What follows belongs to an exercise in optimizing a design on an open flow for small area and a short achievable clock period; a production flow would make more cautious choices. Function was checked by simulation only, so behaviour that the tests miss may differ from the original.

==> flow/design.v, too long to show whole: its modules and the start of the top module <==
// module mul_pipe_unit: 1128 lines
module mul_pipe_unit #(
   parameter int WIDTH   = 32,
   parameter int LATENCY = 4
) (
   input  logic               clk,
   input  logic               rst,
   input  logic               start,
   input  logic               is_signed,
   input  logic [WIDTH-1:0]   a,
   input  logic [WIDTH-1:0]   b,
   input  logic               flush,
   output logic               busy,
   output logic               done,
   output logic [2*WIDTH-1:0] result,
   output logic [1:0]         dbg_state
);
  // ...
==> flow/flow/run.sh <==
#!/bin/bash
# Own layout flow: the standard flow, with these changes.
#  1. After the standard synthesis, flow/faflip.py re-chooses the polarity of each full-adder cell
#     (FA(~a,~b,~c) = ~FA(a,b,c)) so that most of the inverters Yosys's extract_fa leaves between
#     adders go away; it also looks through the larger inverters and reuses them as inverted
#     copies, and folds inverters into the xor2/xnor2 gates that feed them. Registers are untouched.
#  2. Ports are buffered with sky130_fd_sc_hd__buf_1 instead of the flow's default pick.
#  3. Up to CTS, repair_timing aims 6.6 ns beyond the clock period on the worst path only (no TNS
#     repair); routing and the steps after it run with the standard margin.
# Each step's output goes to a log file of its own here; ORFS's own logs are under orfs/logs.
set -euo pipefail
R=orfs/results/sky130hd/mul_pipe_unit/base
PORTS="BUFFER_PORTS_ARGS=-buffer_cell sky130_fd_sc_hd__buf_1"
bash standard.sh synth > log_synth.txt 2>&1
python3 flow/faflip.py $R/1_2_yosys.v $R/1_2_yosys.faflip.v > log_faflip.txt 2>&1
cp $R/1_2_yosys.v $R/1_2_yosys.orig.v
mv $R/1_2_yosys.faflip.v $R/1_2_yosys.v
rm -f $R/1_synth.odb
touch $R/1_2_yosys.v
bash standard.sh "$PORTS" SETUP_SLACK_MARGIN=6.6 TNS_END_PERCENT=0 cts > log_cts.txt 2>&1
bash standard.sh "$PORTS" finish > log_finish.txt 2>&1
==> flow/flow/faflip.py <==
#!/usr/bin/env python3
"""Re-choose the polarity of full-adder cells in a Yosys netlist to drop inverters.

A full adder with all three inputs inverted gives both outputs inverted:
FA(~a,~b,~c) = (~sum, ~cout). Yosys's extract_fa often picks the inverted form, which leaves an
inv_1 between most pairs of adders. This pass looks through inv_1 cells, picks for each fa cell
whether to flip it so that the fewest inverters remain, and writes the netlist back with one
inverter per signal that some pin still needs in the other polarity. Buffers and larger inverters
are looked through as well (a larger inverter is reused as a signal's inverted copy, and those left
driving nothing are dropped; the layout flow buffers the nets again), and an inverter fed only by
an xor2/xnor2 is absorbed by swapping that gate for its complement. Flip-flops, ports and all other
cells are left as they are.

usage: faflip.py IN.v OUT.v
"""
import re
import sys

INV = "sky130_fd_sc_hd__inv_1"
FA_PREFIX = "sky130_fd_sc_hd__fa_"
OUT_PINS = {"X", "Y", "Q", "Q_N", "SUM", "COUT", "HI", "LO"}

src = open(sys.argv[1]).read()
m = re.search(r"^(module\s.*?;\n)(.*?)^endmodule", src, re.S | re.M)
head, body = m.group(1), m.group(2)
pre, post = src[: m.start()], src[m.end():]

# split body into declarations, cells and assigns
cell_re = re.compile(r"^\s*(sky130_fd_sc_hd__\w+)\s+(\S+)\s*\((.*?)\);\s*$", re.S | re.M)
decl_lines = []
cells = []
assigns = []
pos = 0
for cm in cell_re.finditer(body):
    chunk = body[pos:cm.start()]
    for ln in chunk.splitlines():
        if ln.strip().startswith("assign"):
            assigns.append(ln)
        elif ln.strip():
            decl_lines.append(ln)
    pins = [(p, s.strip()) for p, s in re.findall(r"\.(\w+)\(([^()]*)\)", cm.group(3))]
    cells.append([cm.group(1), cm.group(2), pins])
    pos = cm.end()
for ln in body[pos:].splitlines():
    if ln.strip().startswith("assign"):
        assigns.append(ln)
    elif ln.strip():
        decl_lines.append(ln)

ports = set()
for ln in head.split("(", 1)[1].split(")")[0].split(","):
    ports.add(ln.strip())


def base_name(net):
    n = net.strip()
    if n.startswith("\\"):
        n = n.split()[0]
    return re.sub(r"\[\d+\]$", "", n.lstrip("\\"))


assign_nets = set()
for a in assigns:
    for tok in re.findall(r"\\\S+|[A-Za-z_][\w$]*(?:\s*\[\d+\])?", a):
        assign_nets.add(base_name(tok))

fixed_net = lambda n: base_name(n) in ports or base_name(n) in assign_nets

# inverters we may absorb: inv_1 whose output is an internal net. Larger inverters stay (they
# were sized for their fanout) but are looked through too, and can serve as a signal's inverted copy.
INV_RE = re.compile(r"sky130_fd_sc_hd__(clk)?inv_\d+$")
BUF_RE = re.compile(r"sky130_fd_sc_hd__(clk)?buf_\d+$")
inv_of = {}     # output net -> (input net, inverts)
inv_cells = set()
kept_inv = set()
kept_buf = set()
for i, (t, n, pins) in enumerate(cells):
    if INV_RE.match(t) or BUF_RE.match(t):
        d = dict(pins)
        y = d.get("Y", d.get("X"))
        if fixed_net(y):
            continue
        inv_of[y] = (d["A"], 0 if BUF_RE.match(t) else 1)
        if t == INV:
            inv_cells.add(i)
        elif BUF_RE.match(t):
            kept_buf.add(i)
        else:
            kept_inv.add(i)


def resolve(net):
    """(base net, polarity) of a net, looking through absorbable inverters."""
    q = 0
    seen = 0
    while net in inv_of and seen < 16:
        net, v = inv_of[net]
        q ^= v
        seen += 1
    return net, q


# drivers of base nets
driver = {}
for i, (t, n, pins) in enumerate(cells):
    if i in inv_cells or i in kept_inv or i in kept_buf:
        continue
    for p, s in pins:
        if p in OUT_PINS:
            driver[s] = (i, p)

fa_idx = [i for i, c in enumerate(cells) if c[0].startswith(FA_PREFIX)]
# an fa may flip only if none of its output nets is a port or used by an assign
can_flip = {}
for i in fa_idx:
    d = dict(cells[i][2])
    can_flip[i] = not any(fixed_net(d[p]) for p in ("SUM", "COUT") if p in d)

flip = {i: 0 for i in fa_idx}

# consumer pins: (cell index, pin, base, q0)
uses = {}
for i, (t, n, pins) in enumerate(cells):
    if i in inv_cells:
        continue
    for p, s in pins:
        if p in OUT_PINS:
            continue
        b, q = resolve(s)
        uses.setdefault(b, []).append((i, p, q))
# nets used by assigns or ports (outputs) need their own polarity
for b in list(inv_of.keys()):
    pass


def phys_pol(b):
    dv = driver.get(b)
    if dv and dv[0] in flip:
        return flip[dv[0]]
    return 0


def need(b):
    """(needs true copy, needs inverted copy) relative to the physical net of b."""
    pp = phys_pol(b)
    t = f = False
    for (i, p, q) in uses.get(b, []):
        want = q ^ (flip[i] if i in flip else 0)
        if want == pp:
            t = True
        else:
            f = True
    return t, f


def cost_of(b):
    t, f = need(b)
    return 1 if f else 0


def local_nets(i):
    d = dict(cells[i][2])
    nets = set()
    for p in ("A", "B", "CIN"):
        nets.add(resolve(d[p])[0])
    for p in ("SUM", "COUT"):
        if p in d:
            nets.add(d[p])
    return nets


total0 = sum(cost_of(b) for b in set(uses))


def greedy():
    improved = True
    rounds = 0
    while improved and rounds < 20:
        improved = False
        rounds += 1
        for i in fa_idx:
            if not can_flip[i]:
                continue
            nets = local_nets(i)
            before = sum(cost_of(b) for b in nets)
            flip[i] ^= 1
            after = sum(cost_of(b) for b in nets)
            if after < before:
                improved = True
            else:
                flip[i] ^= 1


import random
rng = random.Random(1)
greedy()
best = (sum(cost_of(b) for b in set(uses)), dict(flip))
for trial in range(40):
    # perturb the best assignment a little and descend again
    for i in fa_idx:
        flip[i] = best[1][i]
        if can_flip[i] and rng.random() < 0.15:
            flip[i] ^= 1
    greedy()
    c = sum(cost_of(b) for b in set(uses))
    if c < best[0]:
        best = (c, dict(flip))
flip.update(best[1])
total1 = sum(cost_of(b) for b in set(uses))
sys.stderr.write(f"faflip: {len(inv_cells)} absorbable inverters, signals needing an inverter "
                 f"{total0} -> {total1}, flipped {sum(flip.values())} of {len(fa_idx)} adders\n")

# rebuild
new_decl = []
counter = [0]


def fresh(prefix):
    counter[0] += 1
    name = f"_faflip_{prefix}{counter[0]}_"
    new_decl.append(f"  wire {name};")
    return name


inv_net = {}   # base -> net carrying the complement of its physical net
phys_net = {}  # base -> physical net name (renamed when the driver flips)
for b in set(uses) | set(driver):
    phys_net[b] = b
for i in fa_idx:
    if flip[i]:
        d = dict(cells[i][2])
        for p in ("SUM", "COUT"):
            if p in d:
                phys_net[d[p]] = fresh("p")

new_cells = []
# a kept inverter whose input reads the physical net of b already gives b's inverted copy
kept_copy = {}
for i in sorted(kept_inv):
    d = dict(cells[i][2])
    b, q = resolve(d["A"])
    if q == phys_pol(b) and b not in kept_copy:
        kept_copy[b] = d["Y"]
for b in sorted(set(uses)):
    t, f = need(b)
    if f:
        if b in kept_copy:
            inv_net[b] = kept_copy[b]
            continue
        nm = fresh("n")
        inv_net[b] = nm
        new_cells.append((INV, f"_faflip_inv{counter[0]}_", [("A", phys_net[b]), ("Y", nm)]))

out_cells = []
for i, (t, n, pins) in enumerate(cells):
    if i in inv_cells:
        continue
    newpins = []
    for p, s in pins:
        if p in OUT_PINS:
            newpins.append((p, phys_net.get(s, s)))
            continue
        if i in kept_inv and kept_copy.get(resolve(s)[0]) == dict(pins)["Y"]:
            newpins.append((p, phys_net[resolve(s)[0]]))
            continue
        b, q = resolve(s)
        want = q ^ (flip[i] if i in flip else 0)
        if want == phys_pol(b):
            newpins.append((p, phys_net[b]))
        else:
            newpins.append((p, inv_net[b]))
    out_cells.append((t, n, newpins))
out_cells.extend(new_cells)

# drop kept buffers and inverters that no longer drive anything
while True:
    used = set()
    for t, n, pins in out_cells:
        for p, s_ in pins:
            if p not in OUT_PINS:
                used.add(s_)
    keep = []
    removed = 0
    for t, n, pins in out_cells:
        if (INV_RE.match(t) or BUF_RE.match(t)) and t != INV or (t == INV and not n.startswith("_faflip_")):
            y = dict(pins).get("Y", dict(pins).get("X"))
            if y not in used and not fixed_net(y):
                removed += 1
                continue
        keep.append((t, n, pins))
    out_cells = keep
    if not removed:
        break

# absorb an inverter into the xor2/xnor2 that alone feeds it: swap the gate for its complement
SWAP = {"sky130_fd_sc_hd__xor2_1": ("sky130_fd_sc_hd__xnor2_1", "X", "Y"),
        "sky130_fd_sc_hd__xnor2_1": ("sky130_fd_sc_hd__xor2_1", "Y", "X")}
fanout = {}
drv_at = {}
for k, (t, n, pins) in enumerate(out_cells):
    for p, s_ in pins:
        if p in OUT_PINS:
            drv_at[s_] = k
        else:
            fanout[s_] = fanout.get(s_, 0) + 1
dead = set()
swapped = 0
for k, (t, n, pins) in enumerate(out_cells):
    if t != INV:
        continue
    d = dict(pins)
    a, y = d["A"], d["Y"]
    j = drv_at.get(a)
    if j is None or j in dead or fanout.get(a, 0) != 1 or fixed_net(a):
        continue
    tj, nj, pj = out_cells[j]
    if tj not in SWAP:
        continue
    newt, op, np_ = SWAP[tj]
    out_cells[j] = (newt, nj, [(np_ if p == op else p, y if p == op else s_) for p, s_ in pj])
    dead.add(k)
    swapped += 1
out_cells = [c for k, c in enumerate(out_cells) if k not in dead]
sys.stderr.write(f"faflip: absorbed {swapped} inverters into xor/xnor gates\n")

# a flipped adder's old output net may still be a consumer-free name: if some pin wanted the
# true value of a flipped signal it now reads the inverter, so the old name is simply unused.
lines = [head]
lines.extend(decl_lines)
lines.extend(new_decl)
for t, n, pins in out_cells:
    pl = ",\n".join(f"    .{p}({s}{' ' if s.startswith(chr(92)) else ''})" for p, s in pins)
    lines.append(f"  {t} {n} (\n{pl}\n  );")
lines.extend(assigns)
open(sys.argv[2], "w").write(pre + "\n".join(lines) + "\nendmodule" + post)
==> flow/standard.sh <==
#!/bin/bash
# synth_recipe.tcl (not shown) runs the flow's synth.tcl, then flattens the netlist and writes it again
# the make line also repeats each setting of config.mk as NAME=value (left out here)
make -C /OpenROAD-flow-scripts/flow DESIGN_CONFIG=/design/flow/config.mk WORK_HOME=/design/flow/orfs CLKGATE_MAP_FILE= SYNTH_SCRIPT=/design/flow/synth_recipe.tcl "${@:-finish}"
==> flow/config.mk <==
export PLATFORM = sky130hd
export DESIGN_NAME = mul_pipe_unit
export DESIGN_NICKNAME = mul_pipe_unit
export VERILOG_FILES = /design/flow/design.v
export SDC_FILE = /design/flow/constraint.sdc
export NUM_CORES = 4
export LEC_CHECK = 0
export CAP_MARGIN = 20
export CORE_MARGIN = 2
export CORE_UTILIZATION = 55
export SLEW_MARGIN = 20
==> flow/constraint.sdc <==
create_clock -name core_clock -period 11.0 [get_ports {clk}]
set_input_delay 2.2000 -clock core_clock [delete_from_list [all_inputs] [get_ports {clk}]]
set_output_delay 2.2000 -clock core_clock [all_outputs]
set_load 0.01 [all_outputs]
==> summary.txt, run 1 <==
Status
  • Outcome: timing/DRC/antenna clean

Place
  • Detailed placement HPWL: between 30000 and 40000 um

Setup path
  • CP Capture Type: flop
  • CP Cell Sequence: a22oi_1 > xor2_1 > fa_1 > inv_1 > fa_1 > fa_1 > fa_1 > ha_1 > fa_1 > a21o_1 > a21oi_1 > o21bai_1 > a21oi_1 > a211oi_1
  • Slowest cell delay on critical path: slightly below 0.7 ns
  • Crit path arrival time: 4.97 ns
  • Stages on worst setup path: 14

Floorplanning
  • Core footprint: around 28000 um2
  • Rows: between 60 and 70
  • IO Count: between 100 and 150
  • Die X: approximately 170 um

Global route
  • GR peak layer: met2
  • Largest net degree at the start of global routing: just under 70

Layout
  • Commonest non-fill, non-tap cell in the layout: a22oi_1
  • CLK BUF: 18

Clocking
  • Setup Buffers After CTS: 12
  • CTS tree: done
  • Clock transition at path regs: approximately 0.080 ns
  • Post-cts hold buffer count: 0

Routing
  • Met2 WL: around 21000 um
  • DR vias/cell: 5.96
  • Metal3 WL: 3060 um
  • DRC Markers: 0

Logic synthesis
  • Syn Inst Count: roughly 1500

STA
  • Final Skew: 0.0170 ns
  • Fin crit period: around 4.7 ns
  • Final worst setup slack: 6.34 ns
  • Worst slew pin tran: approximately 1.0 ns
==> run 2: changes to the inputs <==
--- a/flow/design.v
+++ b/flow/design.v
@@ -1117,12 +1117,60 @@
          dc  <= dn;
       end
       sel_neg <= nx_neg;
       sel_one <= nx_one;
       sel_two <= nx_two;
    end
    assign busy      = busy_r;
    assign done      = done_r;
-   assign rhi       = result_r[63:24] + ((40'(rc[0]) << 12) | (40'(rc[1]) << 18) | (40'(rc[2]) << 24) | (40'(rc[3]) << 30) | (40'(rc[4]) << 36));
+   wire ba0 = &result_r[41:36];
+   wire ba1 = &result_r[47:42];
+   wire ba2 = &result_r[53:48];
+   wire ba3 = &result_r[59:54];
+   wire ba4 = &result_r[63:60];
+   wire bg1_1 = (rc[1] & ba1) | (ba1 & (rc[0] & ba0));
+   wire bp1_1 = ba1 & ba0;
+   wire bg1_2 = (rc[2] & ba2) | (ba2 & (rc[1] & ba1));
+   wire bp1_2 = ba2 & ba1;
+   wire bg1_3 = (rc[3] & ba3) | (ba3 & (rc[2] & ba2));
+   wire bp1_3 = ba3 & ba2;
+   wire bg2_2 = bg1_2 | (bp1_2 & (rc[0] & ba0));
+   wire bp2_2 = bp1_2 & ba0;
+   wire bg2_3 = bg1_3 | (bp1_3 & bg1_1);
+   wire bp2_3 = bp1_3 & bp1_1;
+   wire bc0 = rc[0];
+   assign rhi[12] = result_r[36] ^ bc0;
+   assign rhi[13] = (result_r[36]) ? (result_r[37] ^ bc0) : result_r[37];
+   assign rhi[14] = (result_r[36] & result_r[37]) ? (result_r[38] ^ bc0) : result_r[38];
+   assign rhi[15] = (result_r[36] & result_r[37] & result_r[38]) ? (result_r[39] ^ bc0) : result_r[39];
+   assign rhi[16] = (result_r[36] & result_r[37] & result_r[38] & result_r[39]) ? (result_r[40] ^ bc0) : result_r[40];
+   assign rhi[17] = (result_r[36] & result_r[37] & result_r[38] & result_r[39] & result_r[40]) ? (result_r[41] ^ bc0) : result_r[41];
+   wire bc1 = (rc[1] | (rc[0] & ba0));
+   assign rhi[18] = result_r[42] ^ bc1;
+   assign rhi[19] = (result_r[42]) ? (result_r[43] ^ bc1) : result_r[43];
+   assign rhi[20] = (result_r[42] & result_r[43]) ? (result_r[44] ^ bc1) : result_r[44];
+   assign rhi[21] = (result_r[42] & result_r[43] & result_r[44]) ? (result_r[45] ^ bc1) : result_r[45];
+   assign rhi[22] = (result_r[42] & result_r[43] & result_r[44] & result_r[45]) ? (result_r[46] ^ bc1) : result_r[46];
+   assign rhi[23] = (result_r[42] & result_r[43] & result_r[44] & result_r[45] & result_r[46]) ? (result_r[47] ^ bc1) : result_r[47];
+   wire bc2 = (rc[2] | bg1_1);
+   assign rhi[24] = result_r[48] ^ bc2;
+   assign rhi[25] = (result_r[48]) ? (result_r[49] ^ bc2) : result_r[49];
+   assign rhi[26] = (result_r[48] & result_r[49]) ? (result_r[50] ^ bc2) : result_r[50];
+   assign rhi[27] = (result_r[48] & result_r[49] & result_r[50]) ? (result_r[51] ^ bc2) : result_r[51];
+   assign rhi[28] = (result_r[48] & result_r[49] & result_r[50] & result_r[51]) ? (result_r[52] ^ bc2) : result_r[52];
+   assign rhi[29] = (result_r[48] & result_r[49] & result_r[50] & result_r[51] & result_r[52]) ? (result_r[53] ^ bc2) : result_r[53];
+   wire bc3 = (rc[3] | bg2_2);
+   assign rhi[30] = result_r[54] ^ bc3;
+   assign rhi[31] = (result_r[54]) ? (result_r[55] ^ bc3) : result_r[55];
+   assign rhi[32] = (result_r[54] & result_r[55]) ? (result_r[56] ^ bc3) : result_r[56];
+   assign rhi[33] = (result_r[54] & result_r[55] & result_r[56]) ? (result_r[57] ^ bc3) : result_r[57];
+   assign rhi[34] = (result_r[54] & result_r[55] & result_r[56] & result_r[57]) ? (result_r[58] ^ bc3) : result_r[58];
+   assign rhi[35] = (result_r[54] & result_r[55] & result_r[56] & result_r[57] & result_r[58]) ? (result_r[59] ^ bc3) : result_r[59];
+   wire bc4 = (rc[4] | bg2_3);
+   assign rhi[36] = result_r[60] ^ bc4;
+   assign rhi[37] = (result_r[60]) ? (result_r[61] ^ bc4) : result_r[61];
+   assign rhi[38] = (result_r[60] & result_r[61]) ? (result_r[62] ^ bc4) : result_r[62];
+   assign rhi[39] = (result_r[60] & result_r[61] & result_r[62]) ? (result_r[63] ^ bc4) : result_r[63];
+   assign rhi[11:0] = result_r[35:24];
    assign result    = {rhi, result_r[23:0]};
    assign dbg_state = {1'b0, busy_r};
 endmodule
==> flow/flow/run.sh (replaced) <==
#!/bin/bash
# Own layout flow: the standard flow, with these changes.
#  1. After the standard synthesis, flow/faflip.py re-chooses the polarity of each full-adder cell
#     (FA(~a,~b,~c) = ~FA(a,b,c)) so that most of the inverters Yosys's extract_fa leaves between
#     adders go away; it also looks through the larger inverters and reuses them as inverted
#     copies, and folds inverters into the xor2/xnor2 gates that feed them. Registers are untouched.
#  2. Ports are buffered with sky130_fd_sc_hd__buf_1 instead of the flow's default pick.
#  3. Synthesis and every later step also leave out the platform's slow complex gates (four-input
#     and-or cells and the like) and its weakest (_0) cells: flow/dont_use.txt lists the platform's own
#     don't-use cells followed by these.
#  4. Up to CTS, repair_timing aims 6.6 ns beyond the clock period on the worst path only (no TNS
#     repair); routing and the steps after it run with the standard margin.
# Each step's output goes to a log file of its own here; ORFS's own logs are under orfs/logs.
set -euo pipefail
R=orfs/results/sky130hd/mul_pipe_unit/base
PORTS="BUFFER_PORTS_ARGS=-buffer_cell sky130_fd_sc_hd__buf_1"
DU="DONT_USE_CELLS=$(cat flow/dont_use.txt)"
bash standard.sh "$DU" synth > log_synth.txt 2>&1
python3 flow/faflip.py $R/1_2_yosys.v $R/1_2_yosys.faflip.v > log_faflip.txt 2>&1
cp $R/1_2_yosys.v $R/1_2_yosys.orig.v
mv $R/1_2_yosys.faflip.v $R/1_2_yosys.v
rm -f $R/1_synth.odb
touch $R/1_2_yosys.v
bash standard.sh "$DU" "$PORTS" SETUP_SLACK_MARGIN=6.6 TNS_END_PERCENT=0 cts > log_cts.txt 2>&1
bash standard.sh "$DU" "$PORTS" finish > log_finish.txt 2>&1
==> flow/flow/dont_use.txt (new file) <==
sky130_fd_sc_hd__probe_p_8 sky130_fd_sc_hd__probec_p_8 sky130_fd_sc_hd__lpflow_bleeder_1 sky130_fd_sc_hd__lpflow_clkbufkapwr_1 sky130_fd_sc_hd__lpflow_clkbufkapwr_16 sky130_fd_sc_hd__lpflow_clkbufkapwr_2 sky130_fd_sc_hd__lpflow_clkbufkapwr_4 sky130_fd_sc_hd__lpflow_clkbufkapwr_8 sky130_fd_sc_hd__lpflow_clkinvkapwr_1 sky130_fd_sc_hd__lpflow_clkinvkapwr_16 sky130_fd_sc_hd__lpflow_clkinvkapwr_2 sky130_fd_sc_hd__lpflow_clkinvkapwr_4 sky130_fd_sc_hd__lpflow_clkinvkapwr_8 sky130_fd_sc_hd__lpflow_decapkapwr_12 sky130_fd_sc_hd__lpflow_decapkapwr_3 sky130_fd_sc_hd__lpflow_decapkapwr_4 sky130_fd_sc_hd__lpflow_decapkapwr_6 sky130_fd_sc_hd__lpflow_decapkapwr_8 sky130_fd_sc_hd__lpflow_inputiso0n_1 sky130_fd_sc_hd__lpflow_inputiso0p_1 sky130_fd_sc_hd__lpflow_inputiso1n_1 sky130_fd_sc_hd__lpflow_inputiso1p_1 sky130_fd_sc_hd__lpflow_inputisolatch_1 sky130_fd_sc_hd__lpflow_isobufsrc_1 sky130_fd_sc_hd__lpflow_isobufsrc_16 sky130_fd_sc_hd__lpflow_isobufsrc_2 sky130_fd_sc_hd__lpflow_isobufsrc_4 sky130_fd_sc_hd__lpflow_isobufsrc_8 sky130_fd_sc_hd__lpflow_isobufsrckapwr_16 sky130_fd_sc_hd__lpflow_lsbuf_lh_hl_isowell_tap_1 sky130_fd_sc_hd__lpflow_lsbuf_lh_hl_isowell_tap_2 sky130_fd_sc_hd__lpflow_lsbuf_lh_hl_isowell_tap_4 sky130_fd_sc_hd__lpflow_lsbuf_lh_isowell_4 sky130_fd_sc_hd__lpflow_lsbuf_lh_isowell_tap_1 sky130_fd_sc_hd__lpflow_lsbuf_lh_isowell_tap_2 sky130_fd_sc_hd__lpflow_lsbuf_lh_isowell_tap_4  sky130_fd_sc_hd__a2111o_1 sky130_fd_sc_hd__a2111o_2 sky130_fd_sc_hd__a2111o_4 sky130_fd_sc_hd__a2111oi_0 sky130_fd_sc_hd__a2111oi_1 sky130_fd_sc_hd__a2111oi_2 sky130_fd_sc_hd__a2111oi_4 sky130_fd_sc_hd__a211o_1 sky130_fd_sc_hd__a211o_2 sky130_fd_sc_hd__a211o_4 sky130_fd_sc_hd__a21boi_0 sky130_fd_sc_hd__a221o_1 sky130_fd_sc_hd__a221o_2 sky130_fd_sc_hd__a221o_4 sky130_fd_sc_hd__a221oi_1 sky130_fd_sc_hd__a221oi_2 sky130_fd_sc_hd__a221oi_4 sky130_fd_sc_hd__a222oi_1 sky130_fd_sc_hd__a2bb2o_1 sky130_fd_sc_hd__a2bb2o_2 sky130_fd_sc_hd__a2bb2o_4 sky130_fd_sc_hd__a2bb2oi_1 sky130_fd_sc_hd__a2bb2oi_2 sky130_fd_sc_hd__a2bb2oi_4 sky130_fd_sc_hd__a311o_1 sky130_fd_sc_hd__a311o_2 sky130_fd_sc_hd__a311o_4 sky130_fd_sc_hd__a311oi_1 sky130_fd_sc_hd__a311oi_2 sky130_fd_sc_hd__a311oi_4 sky130_fd_sc_hd__a31o_1 sky130_fd_sc_hd__a31o_2 sky130_fd_sc_hd__a31o_4 sky130_fd_sc_hd__a32o_1 sky130_fd_sc_hd__a32o_2 sky130_fd_sc_hd__a32o_4 sky130_fd_sc_hd__a32oi_1 sky130_fd_sc_hd__a32oi_2 sky130_fd_sc_hd__a32oi_4 sky130_fd_sc_hd__a41o_1 sky130_fd_sc_hd__a41o_2 sky130_fd_sc_hd__a41o_4 sky130_fd_sc_hd__a41oi_1 sky130_fd_sc_hd__a41oi_2 sky130_fd_sc_hd__a41oi_4 sky130_fd_sc_hd__and2_0 sky130_fd_sc_hd__and4_1 sky130_fd_sc_hd__and4_2 sky130_fd_sc_hd__and4_4 sky130_fd_sc_hd__and4b_1 sky130_fd_sc_hd__and4b_2 sky130_fd_sc_hd__and4b_4 sky130_fd_sc_hd__and4bb_1 sky130_fd_sc_hd__and4bb_2 sky130_fd_sc_hd__and4bb_4 sky130_fd_sc_hd__einvn_0 sky130_fd_sc_hd__nand4b_1 sky130_fd_sc_hd__nand4b_2 sky130_fd_sc_hd__nand4b_4 sky130_fd_sc_hd__nand4bb_1 sky130_fd_sc_hd__nand4bb_2 sky130_fd_sc_hd__nand4bb_4 sky130_fd_sc_hd__nor4_1 sky130_fd_sc_hd__nor4_2 sky130_fd_sc_hd__nor4_4 sky130_fd_sc_hd__nor4b_1 sky130_fd_sc_hd__nor4b_2 sky130_fd_sc_hd__nor4b_4 sky130_fd_sc_hd__nor4bb_1 sky130_fd_sc_hd__nor4bb_2 sky130_fd_sc_hd__nor4bb_4 sky130_fd_sc_hd__o2111a_1 sky130_fd_sc_hd__o2111a_2 sky130_fd_sc_hd__o2111a_4 sky130_fd_sc_hd__o2111ai_1 sky130_fd_sc_hd__o2111ai_2 sky130_fd_sc_hd__o2111ai_4 sky130_fd_sc_hd__o211a_1 sky130_fd_sc_hd__o211a_2 sky130_fd_sc_hd__o211a_4 sky130_fd_sc_hd__o21ai_0 sky130_fd_sc_hd__o221a_1 sky130_fd_sc_hd__o221a_2 sky130_fd_sc_hd__o221a_4 sky130_fd_sc_hd__o221ai_1 sky130_fd_sc_hd__o221ai_2 sky130_fd_sc_hd__o221ai_4 sky130_fd_sc_hd__o2bb2a_1 sky130_fd_sc_hd__o2bb2a_2 sky130_fd_sc_hd__o2bb2a_4 sky130_fd_sc_hd__o2bb2ai_1 sky130_fd_sc_hd__o2bb2ai_2 sky130_fd_sc_hd__o2bb2ai_4 sky130_fd_sc_hd__o311a_1 sky130_fd_sc_hd__o311a_2 sky130_fd_sc_hd__o311a_4 sky130_fd_sc_hd__o311ai_0 sky130_fd_sc_hd__o311ai_1 sky130_fd_sc_hd__o311ai_2 sky130_fd_sc_hd__o311ai_4 sky130_fd_sc_hd__o31a_1 sky130_fd_sc_hd__o31a_2 sky130_fd_sc_hd__o31a_4 sky130_fd_sc_hd__o32a_1 sky130_fd_sc_hd__o32a_2 sky130_fd_sc_hd__o32a_4 sky130_fd_sc_hd__o32ai_1 sky130_fd_sc_hd__o32ai_2 sky130_fd_sc_hd__o32ai_4 sky130_fd_sc_hd__o41a_1 sky130_fd_sc_hd__o41a_2 sky130_fd_sc_hd__o41a_4 sky130_fd_sc_hd__o41ai_1 sky130_fd_sc_hd__o41ai_2 sky130_fd_sc_hd__o41ai_4 sky130_fd_sc_hd__or2_0 sky130_fd_sc_hd__or4_1 sky130_fd_sc_hd__or4_2 sky130_fd_sc_hd__or4_4 sky130_fd_sc_hd__or4b_1 sky130_fd_sc_hd__or4b_2 sky130_fd_sc_hd__or4b_4 sky130_fd_sc_hd__or4bb_1 sky130_fd_sc_hd__or4bb_2 sky130_fd_sc_hd__or4bb_4
--- a/flow/flow/faflip.py
+++ b/flow/flow/faflip.py
@@ -1,20 +1,19 @@
 #!/usr/bin/env python3
 """Re-choose the polarity of full-adder cells in a Yosys netlist to drop inverters.
 
 A full adder with all three inputs inverted gives both outputs inverted:
 FA(~a,~b,~c) = (~sum, ~cout). Yosys's extract_fa often picks the inverted form, which leaves an
 inv_1 between most pairs of adders. This pass looks through inv_1 cells, picks for each fa cell
 whether to flip it so that the fewest inverters remain, and writes the netlist back with one
-inverter per signal that some pin still needs in the other polarity. Buffers and larger inverters
-are looked through as well (a larger inverter is reused as a signal's inverted copy, and those left
-driving nothing are dropped; the layout flow buffers the nets again), and an inverter fed only by
-an xor2/xnor2 is absorbed by swapping that gate for its complement. Flip-flops, ports and all other
-cells are left as they are.
+inverter per signal that some pin still needs in the other polarity. Larger inverters are looked
+through as well and reused as a signal's inverted copy, and an inverter fed only by an xor2/xnor2
+is absorbed by swapping that gate for its complement. Flip-flops, ports and all other cells are
+left as they are.
 
 usage: faflip.py IN.v OUT.v
 """
 import re
 import sys
 
 INV = "sky130_fd_sc_hd__inv_1"
 FA_PREFIX = "sky130_fd_sc_hd__fa_"
@@ -64,51 +63,46 @@
     for tok in re.findall(r"\\\S+|[A-Za-z_][\w$]*(?:\s*\[\d+\])?", a):
         assign_nets.add(base_name(tok))
 
 fixed_net = lambda n: base_name(n) in ports or base_name(n) in assign_nets
 
 # inverters we may absorb: inv_1 whose output is an internal net. Larger inverters stay (they
 # were sized for their fanout) but are looked through too, and can serve as a signal's inverted copy.
 INV_RE = re.compile(r"sky130_fd_sc_hd__(clk)?inv_\d+$")
-BUF_RE = re.compile(r"sky130_fd_sc_hd__(clk)?buf_\d+$")
-inv_of = {}     # output net -> (input net, inverts)
+inv_of = {}     # output net -> input net
 inv_cells = set()
 kept_inv = set()
-kept_buf = set()
 for i, (t, n, pins) in enumerate(cells):
-    if INV_RE.match(t) or BUF_RE.match(t):
+    if INV_RE.match(t):
         d = dict(pins)
-        y = d.get("Y", d.get("X"))
-        if fixed_net(y):
+        if fixed_net(d["Y"]):
             continue
-        inv_of[y] = (d["A"], 0 if BUF_RE.match(t) else 1)
+        inv_of[d["Y"]] = d["A"]
         if t == INV:
             inv_cells.add(i)
-        elif BUF_RE.match(t):
-            kept_buf.add(i)
         else:
             kept_inv.add(i)
 
 
 def resolve(net):
     """(base net, polarity) of a net, looking through absorbable inverters."""
     q = 0
     seen = 0
-    while net in inv_of and seen < 16:
-        net, v = inv_of[net]
-        q ^= v
+    while net in inv_of and seen < 8:
+        net = inv_of[net]
+        q ^= 1
         seen += 1
     return net, q
 
 
 # drivers of base nets
 driver = {}
 for i, (t, n, pins) in enumerate(cells):
-    if i in inv_cells or i in kept_inv or i in kept_buf:
+    if i in inv_cells or i in kept_inv:
         continue
     for p, s in pins:
         if p in OUT_PINS:
             driver[s] = (i, p)
 
 fa_idx = [i for i, c in enumerate(cells) if c[0].startswith(FA_PREFIX)]
 # an fa may flip only if none of its output nets is a port or used by an assign
 can_flip = {}
@@ -267,36 +261,16 @@
         want = q ^ (flip[i] if i in flip else 0)
         if want == phys_pol(b):
             newpins.append((p, phys_net[b]))
         else:
             newpins.append((p, inv_net[b]))
     out_cells.append((t, n, newpins))
 out_cells.extend(new_cells)
 
-# drop kept buffers and inverters that no longer drive anything
-while True:
-    used = set()
-    for t, n, pins in out_cells:
-        for p, s_ in pins:
-            if p not in OUT_PINS:
-                used.add(s_)
-    keep = []
-    removed = 0
-    for t, n, pins in out_cells:
-        if (INV_RE.match(t) or BUF_RE.match(t)) and t != INV or (t == INV and not n.startswith("_faflip_")):
-            y = dict(pins).get("Y", dict(pins).get("X"))
-            if y not in used and not fixed_net(y):
-                removed += 1
-                continue
-        keep.append((t, n, pins))
-    out_cells = keep
-    if not removed:
-        break
-
 # absorb an inverter into the xor2/xnor2 that alone feeds it: swap the gate for its complement
 SWAP = {"sky130_fd_sc_hd__xor2_1": ("sky130_fd_sc_hd__xnor2_1", "X", "Y"),
         "sky130_fd_sc_hd__xnor2_1": ("sky130_fd_sc_hd__xor2_1", "Y", "X")}
 fanout = {}
 drv_at = {}
 for k, (t, n, pins) in enumerate(out_cells):
     for p, s_ in pins:
         if p in OUT_PINS:
==> summary.txt, run 2 <==
Status
  • Outcome: timing/DRC/antenna clean (unchanged)

Floorplanning
  • Die area: 30400 um2 (was 29700 um2)
  • Die X: 174 um (was 172 um)
  • Rows: 62 (was 61)
  • Die H: 174 um (was 172 um)
  • Starting Density: 55.8% (was 56.0%)
  • IO Count: 137 (unchanged)
  • Core footprint: 28600 um2 (was 27900 um2)

Setup path
  • Crit path arrival time: 4.87 ns (was 4.97 ns)
  • Worst R2R Setup Slack: 6.52 ns (was 6.34 ns)
  • CP Capture Type: flop (unchanged)
  • CP required: 11.40 ns (was 11.31 ns)
  • CP Max Fanout: 33 (was 34)
  • Critical path class: flop to flop (unchanged)
  • Crit Reg-Reg Endpoint: acc[17]$_SDFF_PN0_ (was rc[4]$_SDFFE_PN0P_)
  • Reg2reg path depth: 15 (was 14)
  • Startpoint Class: flop (unchanged)
  • RR Startpoint: sel_two[3]$_DFF_P_ (was sel_one[0]$_DFF_P_)

STA
  • RSZ-0062 raised after global routing: no (unchanged)
  • Endpoints failing hold: 0 (unchanged)
  • Final Skew: 0.0154 ns (was 0.0170 ns)
  • Final worst setup slack: 6.52 ns (was 6.34 ns)
  • Setup-failing EPs final: 0 (unchanged)
  • Hold WS: 0.452 ns (was 0.453 ns)
  • Worst slew pin tran: 0.975 ns (was 1.01 ns)
  • Pins Over Slew Limit: 0 (unchanged)
  • Fmax: 0.223 GHz (was 0.214 GHz)
  • Final TNS setup: 0 ns (unchanged)
  • Fin crit period: 4.48 ns (was 4.66 ns)
  • Fin crit share: 40.7% (was 42.4%)
  • Max-slew headroom: 34.5% (was 32.4%)

Place
  • Dpl ws: 6.05 ns (was 6.00 ns)
  • GP Congestion: 0.873 (was 0.886)
  • Area post-placement: 16300 um2 (was 16400 um2)
  • Detailed placement HPWL: 30500 um (was 30900 um)
  • IO buf count: 135 (unchanged)
  • Post-Place Cells: 2000 (was 1994)

Clocking
  • Root buffer cell: clkbuf_16 (unchanged)
  • Clock sinks: 187 (unchanged)
  • Worst-skew pair later-pin latency: 0.46 ns (was 0.47 ns)
  • CTS tree: done (unchanged)
  • CTS Buffer Depth: 2 (unchanged)
  • Clock transition at path regs: 0.08 ns (about the same)
  • H-Tree Depth: 4 (unchanged)
  • TritonCTS Buffers: 17 (unchanged)
  • Post-cts hold buffer count: 0 (unchanged)

Hold path
  • Worst hold path depth: 2 (unchanged)
  • Worst Hold Endpoint: result_r[20]$_SDFFE_PN0P_ (was result_r[8]$_SDFFE_PN0P_)
  • Hold Path Origin: bl[20]$_DFF_P_ (was result_r[8]$_SDFFE_PN0P_)
  • Hold Crit Class: flop to flop (unchanged)

Layout
  • Most flops, register: result_r (unchanged)
  • Final nets: 2011 (was 1969)
  • Fin area: 17700 um2 (was 17300 um2)
  • Most frequent cells in the layout: a22oi_1 (188), fa_1 (167), xnor2_1 (166) (was a22oi_1 (192), fa_1 (172), xnor2_1 (161))
  • Final std cells w/o fill: 2093 (was 2038)
  • P&R area growth vs syn: 10.9% (about the same)
  • Largest regs: result_r: 64 flops, a_r: 33 flops, acc: 33 flops (unchanged)
  • Share of cells above drive strength 1: 10.4% (was 7.35%)
  • Commonest non-fill, non-tap cell in the layout: a22oi_1 (unchanged)
  • Max reg flops: 64 (unchanged)
  • Finished Core Util: 61.9% (was 62.1%)

Routing
  • DRC Markers: 0 (unchanged)
  • DRT Pass-1 Iters: 6 (was 5)
  • DR vias/cell: 5.82 (was 5.96)
  • Iter 0 DRT Violations: 1189 (was 1088)
  • Routed length per placed instance: 22.2 um (was 22.3 um)
  • Antenna-violating nets left: 0 (unchanged)
  • Routed vias: 12200 (was 12100)
  • Total Routed Length: 46500 um (was 45400 um)

Run
  • Max-cap violations: 0 (unchanged)

Global route
  • Vias in the first global route: 12400 (was 11900)
  • Total GRT Usage: 31.4% (was 31.5%)
  • Largest net degree at the start of global routing: 74 (was 69)
  • Gr ovfl total: 0 (unchanged)
  • Initial antenna violation count: 1 (was 0)
  • First-pass GRT wire length: 72300 um (was 69300 um)

Logic synthesis
  • Syn Inst Count: 1637 (was 1503)
  • Post-Synthesis Cell Area: 16000 um2 (was 15600 um2)
  • Yosys warns: 1 (unchanged)
  • Syn Area/Cell: 9.76 um2 (was 10.4 um2)
  • Net Count, Synth: 1953 (was 1825)
[run 2: final cells by class]
type | count | area [um2]
Fill cell | 2518 | 10900
Clock buffer | 18 | 450
Inverter | 108 | 409
Sequential cell | 187 | 4110
Timing Repair Buffer | 215 | 1370
Tap cell | 384 | 480
Multi-Input combinational cell | 1166 | 10700
Antenna cell | 1 | 2.50
Clock inverter | 14 | 160
[run 2: repair_timing]
item | in CTS | in global routing
setup endpoints to repair | 50 | 0
buffers inserted | 55 | 0
gates resized for setup | 54 | 0
[run 2: how the worst max path moves through the flow]
stage,start,end,slack (ns)
2_1_floorplan,sel_one[0]$_DFF_P_,dc[1]$_SDFF_PN0_,6.60
3_3_place_gp,sel_neg[3]$_DFF_P_,acc[17]$_SDFF_PN0_,6.12
3_5_place_dp,sel_neg[3]$_DFF_P_,result_r[53]$_SDFFE_PN0P_,6.05
4_1_cts,a_r[22]$_DFFE_PN_,rc[3]$_SDFFE_PN0P_,6.54
5_1_grt,a_r[8]$_DFFE_PN_,rc[1]$_SDFFE_PN0P_,6.31
6_report,sel_two[3]$_DFF_P_,acc[17]$_SDFF_PN0_,6.52
[run 2: worst max-delay path: stages, from the launching register on]
cell,delay [ns]
dfxtp_1,0.33
buf_6,0.28
a22oi_1,0.15
xnor2_1,0.18
fa_1,0.55
inv_1,0.06
fa_1,0.47
fa_1,0.50
fa_1,0.54
ha_1,0.31
a21o_1,0.17
a21oi_1,0.22
o21bai_1,0.09
a21oi_1,0.19
xnor2_1,0.20
and2_1,0.16
[run 2: layer usage]
layer / wire (um) / GRT usage (%) / vias up
met5: 0 / 0 / -
met2: 21000 / 49.0 / 565
met4: 1520 / 11.7 / 0
met3: 3740 / 5.93 / 96
met1: 20300 / 43.5 / 5957
li1: - / - / 5565

port drivers added, routing unchanged:
In the flow no input, the clock included, has a driving cell. The finished layouts below were timed again as built, in two steps.
Step 1 sets driving cells, clkbuf_16 on the clock port and buf_2 on the other inputs (assumed; they add their load-dependent delay and slew).
Step 2 adds t to the input delays and takes it off the output delays; t is the mean of the earliest and latest rising clock arrival at the registers after step 1. Input paths then give back, and output paths get back, about the clock's delay inside the block.
Three values: ideal ports, drivers, drivers and shift; two values: the first two.
run	t (ns)	slack for setup (ns)	cell pins on the clock port's net
run 1	0.516	6.336 / 6.321 / 6.270	1
run 2	0.497	6.523 / 6.511 / 6.523	1
After both steps setup and hold are still met in every run listed. The setup slack of run 1, which loses most, moves by -0.015 ns with the drivers and by -0.066 ns with both steps.
